This is an optimization exercise on Yosys and OpenROAD, whose aim is small area, not a production implementation.
In this exercise RTL edits were held to simulation tests only and were not proved equivalent to the original.
Power is estimated from default activity; no workload was simulated.

==> inputs of run a <==
==> flow/design.v <==
module input_event_queue #(
  parameter  int CHANNELS = 6,
  parameter  int WIDTH    = 32,
  parameter  int DEPTH    = 16,
  parameter  int TS_WIDTH = 33,
  localparam int CW       = (CHANNELS > 1) ? $clog2(CHANNELS) : 1,
  localparam int AW       = $clog2(DEPTH)
) (
  input  logic                      clk_sys,
  input  logic                      reset,
  input  logic [CHANNELS*WIDTH-1:0] joystick,
  input  logic [TS_WIDTH-1:0]       timestamp,
  input  logic                      sample_en,
  input  logic                      clear,
  output logic                      evt_valid,
  input  logic                      evt_ready,
  output logic [CW-1:0]             evt_channel,
  output logic [WIDTH-1:0]          evt_data,
  output logic [TS_WIDTH-1:0]       evt_ts,
  output logic [AW:0]               count,
  output logic                      busy,
  output logic                      overflow,
  output logic [15:0]               drop_count
);
  localparam int EW = CW + WIDTH + TS_WIDTH;
  typedef enum logic {S_IDLE, S_SCAN} state_t;
  state_t              r_state;
  logic [CW-1:0]       r_idx;
  logic [WIDTH-1:0]    r_snap [CHANNELS];
  logic [WIDTH-1:0]    r_last [CHANNELS];
  logic [TS_WIDTH-1:0] r_snap_ts;
  logic [EW-1:0]       r_mem [DEPTH];
  logic [AW-1:0]       r_wptr;
  logic [AW-1:0]       r_rptr;
  logic [AW:0]         r_count;
  logic                r_overflow;
  logic [15:0]         r_drop;
  logic                w_scan;
  logic                w_full;
  logic                w_diff;
  logic                w_push;
  logic                w_refuse;
  logic                w_pop;
  assign w_scan   = (r_state == S_SCAN);
  assign w_full   = (r_count == (AW+1)'(DEPTH));
  assign w_diff   = (r_snap[r_idx] != r_last[r_idx]);
  assign w_push   = !clear && w_scan && w_diff && !w_full;
  assign w_refuse = !clear && w_scan && w_diff && w_full;
  assign w_pop    = !clear && (r_count != '0) && evt_ready;
  always_ff @(posedge clk_sys) begin
    if (reset) begin
      r_state   <= S_IDLE;
      r_idx     <= '0;
      r_snap_ts <= '0;
      for (int unsigned i = 0; i < CHANNELS; i++) begin
        r_snap[i] <= '0;
        r_last[i] <= '0;
      end
    end else if (clear) begin
      r_state <= S_IDLE;
      r_idx   <= '0;
      for (int unsigned i = 0; i < CHANNELS; i++) r_last[i] <= '0;
    end else begin
      case (r_state)
        S_IDLE: begin
          if (sample_en) begin
            for (int unsigned i = 0; i < CHANNELS; i++)
              r_snap[i] <= joystick[i*WIDTH +: WIDTH];
            r_snap_ts <= timestamp;
            r_idx     <= '0;
            r_state   <= S_SCAN;
          end
        end
        S_SCAN: begin
          if (w_push) r_last[r_idx] <= r_snap[r_idx];
          if (r_idx == CW'(CHANNELS - 1)) begin
            r_state <= S_IDLE;
          end else begin
            r_idx <= r_idx + CW'(1);
          end
        end
        default: r_state <= S_IDLE;
      endcase
    end
  end
  always_ff @(posedge clk_sys) begin
    if (reset) begin
      for (int unsigned i = 0; i < DEPTH; i++) r_mem[i] <= '0;
    end else if (w_push) begin
      r_mem[r_wptr] <= {r_idx, r_snap[r_idx], r_snap_ts};
    end
  end
  always_ff @(posedge clk_sys) begin
    if (reset || clear) begin
      r_wptr     <= '0;
      r_rptr     <= '0;
      r_count    <= '0;
      r_overflow <= 1'b0;
      r_drop     <= '0;
    end else begin
      if (w_push) r_wptr <= r_wptr + AW'(1);
      if (w_pop)  r_rptr <= r_rptr + AW'(1);
      case ({w_push, w_pop})
        2'b10:   r_count <= r_count + (AW+1)'(1);
        2'b01:   r_count <= r_count - (AW+1)'(1);
        default: r_count <= r_count;
      endcase
      if (w_refuse) begin
        r_overflow <= 1'b1;
        if (r_drop != '1) r_drop <= r_drop + 16'd1;
      end
    end
  end
  assign evt_valid = (r_count != '0);
  assign {evt_channel, evt_data, evt_ts} = r_mem[r_rptr];
  assign count      = r_count;
  assign busy       = w_scan;
  assign overflow   = r_overflow;
  assign drop_count = r_drop;
endmodule
==> flow/run.sh <==
#!/bin/bash
# synth_recipe.tcl (not shown) runs the flow's synth.tcl, then flattens the netlist and writes it again
# the make line also repeats each setting of config.mk as NAME=value (left out here)
make -C /OpenROAD-flow-scripts/flow DESIGN_CONFIG=/design/flow/config.mk WORK_HOME=/design/flow/orfs CLKGATE_MAP_FILE= SYNTH_SCRIPT=/design/flow/synth_recipe.tcl finish
==> flow/config.mk <==
export PLATFORM = sky130hd
export DESIGN_NAME = input_event_queue
export DESIGN_NICKNAME = input_event_queue
export VERILOG_FILES = /design/flow/design.v
export SDC_FILE = /design/flow/constraint.sdc
export NUM_CORES = 4
export LEC_CHECK = 0
export CAP_MARGIN = 20
export CORE_MARGIN = 2
export CORE_UTILIZATION = 40
export PLACE_DENSITY = 0.6
export SLEW_MARGIN = 20
==> flow/constraint.sdc <==
create_clock -name core_clock -period 6.0 [get_ports {clk_sys}]
set_input_delay 1.2000 -clock core_clock [delete_from_list [all_inputs] [get_ports {clk_sys}]]
set_output_delay 1.2000 -clock core_clock [all_outputs]
set_load 0.01 [all_outputs]
==> inputs of run b, as changes to run a <==
==> flow/design.v, changed modules only <==
module input_event_queue #(
  parameter  int CHANNELS = 6,
  parameter  int WIDTH    = 32,
  parameter  int DEPTH    = 16,
  parameter  int TS_WIDTH = 33,
  localparam int CW       = (CHANNELS > 1) ? $clog2(CHANNELS) : 1,
  localparam int AW       = $clog2(DEPTH)
) (
  input  logic                      clk_sys,
  input  logic                      reset,
  input  logic [CHANNELS*WIDTH-1:0] joystick,
  input  logic [TS_WIDTH-1:0]       timestamp,
  input  logic                      sample_en,
  input  logic                      clear,
  output logic                      evt_valid,
  input  logic                      evt_ready,
  output logic [CW-1:0]             evt_channel,
  output logic [WIDTH-1:0]          evt_data,
  output logic [TS_WIDTH-1:0]       evt_ts,
  output logic [AW:0]               count,
  output logic                      busy,
  output logic                      overflow,
  output logic [15:0]               drop_count
);
  localparam int EW = CW + WIDTH + TS_WIDTH;
  logic                r_busy;
  logic [CW-1:0]       r_idx;
  logic [WIDTH-1:0]    r_snap [CHANNELS];
  logic [TS_WIDTH-1:0] r_snap_ts;
  logic [WIDTH-1:0]    r_last [CHANNELS];
  logic [CHANNELS-1:0] r_lv;
  logic [EW-1:0]       r_mem [DEPTH];
  logic [AW:0]         r_count;
  logic                r_overflow;
  logic [15:0]         r_drop;
  logic                w_kill;
  logic                w_full;
  logic                w_diff;
  logic                w_push;
  logic                w_refuse;
  logic                w_pop;
  logic [WIDTH-1:0]    w_last_head;
  assign w_kill      = reset || clear;
  assign w_full      = r_count[AW];
  assign w_last_head = r_lv[0] ? r_last[0] : '0;
  assign w_diff      = (r_snap[0] != w_last_head);
  assign w_push      = !clear && r_busy && w_diff && !w_full;
  assign w_refuse    = !clear && r_busy && w_diff && w_full;
  assign w_pop       = !clear && (r_count != '0) && evt_ready;
  always_ff @(posedge clk_sys) begin
    if (w_kill) begin
      r_busy <= 1'b0;
    end else if (!r_busy) begin
      r_busy <= sample_en;
    end else if (r_idx == CW'(CHANNELS - 1)) begin
      r_busy <= 1'b0;
    end
  end
  always_ff @(posedge clk_sys) begin
    if (r_busy) r_idx <= r_idx + CW'(1);
    else        r_idx <= '0;
  end
  always_ff @(posedge clk_sys) begin
    for (int i = 0; i < CHANNELS - 1; i++)
      r_snap[i] <= r_busy ? r_snap[i+1] : joystick[i*WIDTH +: WIDTH];
    r_snap[CHANNELS-1] <= joystick[(CHANNELS-1)*WIDTH +: WIDTH];
  end
  always_ff @(posedge clk_sys) begin
    if (!r_busy) r_snap_ts <= timestamp;
  end
  always_ff @(posedge clk_sys) begin
    if (r_busy) begin
      for (int i = 0; i < CHANNELS - 1; i++) r_last[i] <= r_last[i+1];
      r_last[CHANNELS-1] <= w_full ? r_last[0] : r_snap[0];
    end
  end
  always_ff @(posedge clk_sys) begin
    if (w_kill) begin
      r_lv <= '0;
    end else if (r_busy) begin
      r_lv <= {r_lv[0] || w_push, r_lv[CHANNELS-1:1]};
    end
  end
  always_ff @(posedge clk_sys) begin
    if (w_push) begin
      r_mem[0] <= {r_idx, r_snap[0], r_snap_ts};
      for (int i = 1; i < DEPTH; i++) r_mem[i] <= r_mem[i-1];
    end
  end
  always_ff @(posedge clk_sys) begin
    if (w_kill) begin
      r_count    <= '0;
      r_overflow <= 1'b0;
      r_drop     <= '0;
    end else begin
      case ({w_push, w_pop})
        2'b10:   r_count <= r_count + (AW+1)'(1);
        2'b01:   r_count <= r_count - (AW+1)'(1);
        default: r_count <= r_count;
      endcase
      if (w_refuse) begin
        r_overflow <= 1'b1;
        if (r_drop != '1) r_drop <= r_drop + 16'd1;
      end
    end
  end
  logic [EW-1:0] w_head;
  always_comb begin
    w_head = '0;
    for (int i = 0; i < DEPTH; i++)
      w_head = w_head | ({EW{r_count == (AW+1)'(i + 1)}} & r_mem[i]);
  end
  assign evt_valid = (r_count != '0);
  assign {evt_channel, evt_data, evt_ts} = w_head;
  assign count      = r_count;
  assign busy       = r_busy;
  assign overflow   = r_overflow;
  assign drop_count = r_drop;
endmodule
==> flow/flow/run.sh (new file) <==
#!/bin/bash
# Layout with the standard flow (standard.sh), changing only two knobs:
#  * port buffers use the smallest buffer cell instead of a delay buffer;
#  * clock tree synthesis uses clkbuf_8 sink clusters and no dummy loads.
# Each tool's output goes to a log file of its own in this folder; ORFS keeps
# its per-step logs under orfs/logs/.
set -euo pipefail
export BUFFER_PORTS_ARGS="-buffer_cell sky130_fd_sc_hd__buf_1"
export CTS_ARGS="-sink_clustering_enable -repair_clock_nets -dont_use_dummy_load -buf_list sky130_fd_sc_hd__clkbuf_8 -sink_clustering_size 18 -sink_clustering_max_diameter 50"
bash standard.sh > standard.log 2>&1
==> flow/standard.sh (new file) <==
#!/bin/bash
# synth_recipe.tcl (not shown) runs the flow's synth.tcl, then flattens the netlist and writes it again
# the make line also repeats each setting of config.mk as NAME=value (left out here)
make -C /OpenROAD-flow-scripts/flow DESIGN_CONFIG=/design/flow/config.mk WORK_HOME=/design/flow/orfs CLKGATE_MAP_FILE= SYNTH_SCRIPT=/design/flow/synth_recipe.tcl "${@:-finish}"
removed: flow/run.sh
==> inputs of run c, as changes to run a <==
==> flow/design.v, changed modules only <==
module input_event_queue #(
  parameter  int CHANNELS = 6,
  parameter  int WIDTH    = 32,
  parameter  int DEPTH    = 16,
  parameter  int TS_WIDTH = 33,
  localparam int CW       = (CHANNELS > 1) ? $clog2(CHANNELS) : 1,
  localparam int AW       = $clog2(DEPTH)
) (
  input  logic                      clk_sys,
  input  logic                      reset,
  input  logic [CHANNELS*WIDTH-1:0] joystick,
  input  logic [TS_WIDTH-1:0]       timestamp,
  input  logic                      sample_en,
  input  logic                      clear,
  output logic                      evt_valid,
  input  logic                      evt_ready,
  output logic [CW-1:0]             evt_channel,
  output logic [WIDTH-1:0]          evt_data,
  output logic [TS_WIDTH-1:0]       evt_ts,
  output logic [AW:0]               count,
  output logic                      busy,
  output logic                      overflow,
  output logic [15:0]               drop_count
);
  localparam int EW = CW + WIDTH + TS_WIDTH;
  logic                r_busy;
  logic [CW-1:0]       r_idx;
  logic [WIDTH-1:0]    r_snap [CHANNELS];
  logic [TS_WIDTH-1:0] r_snap_ts;
  logic [WIDTH-1:0]    r_last [CHANNELS];
  logic [CHANNELS-1:0] r_lv;
  logic [EW-1:0]       r_mem [DEPTH];
  logic [AW:0]         r_count;
  logic                r_overflow;
  logic [15:0]         r_drop;
  logic                w_kill;
  logic                w_full;
  logic                w_diff;
  logic                w_push;
  logic                w_refuse;
  logic                w_pop;
  logic [WIDTH-1:0]    w_last_head;
  assign w_kill      = reset || clear;
  assign w_full      = r_count[AW];
  assign w_last_head = r_lv[0] ? r_last[0] : '0;
  assign w_diff      = (r_snap[0] != w_last_head);
  assign w_push      = !clear && r_busy && w_diff && !w_full;
  assign w_refuse    = !clear && r_busy && w_diff && w_full;
  assign w_pop       = !clear && (r_count != '0) && evt_ready;
  always_ff @(posedge clk_sys) begin
    if (w_kill) begin
      r_busy <= 1'b0;
    end else if (!r_busy) begin
      r_busy <= sample_en;
    end else if (r_idx == CW'(CHANNELS - 1)) begin
      r_busy <= 1'b0;
    end
  end
  always_ff @(posedge clk_sys) begin
    if (r_busy) r_idx <= r_idx + CW'(1);
    else        r_idx <= '0;
  end
  always_ff @(posedge clk_sys) begin
    for (int i = 0; i < CHANNELS - 1; i++)
      r_snap[i] <= r_busy ? r_snap[i+1] : joystick[i*WIDTH +: WIDTH];
    r_snap[CHANNELS-1] <= joystick[(CHANNELS-1)*WIDTH +: WIDTH];
  end
  always_ff @(posedge clk_sys) begin
    if (!r_busy) r_snap_ts <= timestamp;
  end
  always_ff @(posedge clk_sys) begin
    if (r_busy) begin
      for (int i = 0; i < CHANNELS - 1; i++) r_last[i] <= r_last[i+1];
      r_last[CHANNELS-1] <= w_full ? r_last[0] : r_snap[0];
    end
  end
  always_ff @(posedge clk_sys) begin
    if (w_kill) begin
      r_lv <= '0;
    end else if (r_busy) begin
      r_lv <= {r_lv[0] || w_push, r_lv[CHANNELS-1:1]};
    end
  end
  always_ff @(posedge clk_sys) begin
    if (w_push) begin
      r_mem[0] <= {r_idx, r_snap[0], r_snap_ts};
      for (int i = 1; i < DEPTH; i++) r_mem[i] <= r_mem[i-1];
    end
  end
  always_ff @(posedge clk_sys) begin
    if (w_kill) begin
      r_count    <= '0;
      r_overflow <= 1'b0;
      r_drop     <= '0;
    end else begin
      case ({w_push, w_pop})
        2'b10:   r_count <= r_count + (AW+1)'(1);
        2'b01:   r_count <= r_count - (AW+1)'(1);
        default: r_count <= r_count;
      endcase
      if (w_refuse) begin
        r_overflow <= 1'b1;
        if (r_drop != '1) r_drop <= r_drop + 16'd1;
      end
    end
  end
  logic [EW-1:0] w_head;
  always_comb begin
    w_head = '0;
    for (int i = 0; i < DEPTH; i++)
      w_head = w_head | ({EW{r_count == (AW+1)'(i + 1)}} & r_mem[i]);
  end
  assign evt_valid = (r_count != '0);
  assign {evt_channel, evt_data, evt_ts} = w_head;
  assign count      = r_count;
  assign busy       = r_busy;
  assign overflow   = r_overflow;
  assign drop_count = r_drop;
endmodule
Settings changed: CORE_UTILIZATION 40 to 65, PLACE_DENSITY 0.6 to 0.75.
==> comparison table <==
| metric | run b | run a | run c |
|---|---|---|---|
| Fin crit period | 5.58 ns | 5.70 ns | 5.55 ns |
| Overall power | 17.7 mW | 24.7 mW | 21.8 mW |
| CP arrival | 4.38 ns | 6.41 ns | 4.35 ns |
| Final WS setup | 0.417 ns | 0.303 ns | 0.451 ns |
| Yosys warns | 4 | 2 | 4 |
| Fraction of the mapped netlist area in simple logic gates | 3.25% | 13.3% | 3.25% |
| Number of fill cells | 11533 | 15011 | 4441 |
| Flop pwr share | 67.7% | 51.2% | 55.1% |
| Worst-case reg-to-reg path depth | 9 | 22 | 10 |
| Data required, critical path | 4.80 ns | 6.72 ns | 4.80 ns |
| Total area of sequential cells | 43900 um^2 | 45700 um^2 | 43900 um^2 |
| Share of layout cells above drive strength 1 | 13.4% | 16.3% | 15.1% |
| Kind of capture point of the worst setup path | primary output | flip-flop | primary output |
| DR WL met2 | 58.8 mm | 106 mm | 62.3 mm |
| Termination of the worst setup path | evt_channel[0] | r_count[4] | evt_data[17] |
| P_int | 14.1 mW | 19.2 mW | 17.5 mW |
| Slew at the pin closest to its max-slew limit | 1.09 ns | 1.43 ns | 1.11 ns |
| Core box area | 134000 um^2 | 172000 um^2 | 82100 um^2 |
| Status | timing/DRC/antenna clean | timing/DRC/antenna clean | timing/DRC/antenna clean |
| Proportion of netlist area held by the largest area contributor | 73.0% | 58.1% | 73.0% |
| Power drawn by the combinational cells | 0.421 mW | 1.30 mW | 0.541 mW |

==> afterwards: timing with drivers on the ports <==
In the flow no input, the clock included, has a driving cell. The finished layouts below were timed again as built, in two steps.
Step 1 assumes that a clkbuf_16 drives the clock port and a buf_2 every other input.
Step 2 times the ports against the registers' clock, not the clock port: input delays grow and output delays shrink by t, the midpoint of the rising clock arrivals with the driver on.
Three values: no drivers, after step 1, after step 2; two values: the first two.
run | shift t [ns] | setup WS [ns] | worst hold slack (ns)
run a | 0.879 | 0.303 / 0.303 / 0.303 | 0.453 / 0.453 / 0.453
run b | 0.932 | 0.417 / 0.338 / 1.270 | 0.351 / 0.334 / 0.351
run c | 0.796 | 0.451 / 0.379 / 1.175 | 0.404 / 0.404 / 0.404
After both steps every run listed still meets setup and hold.
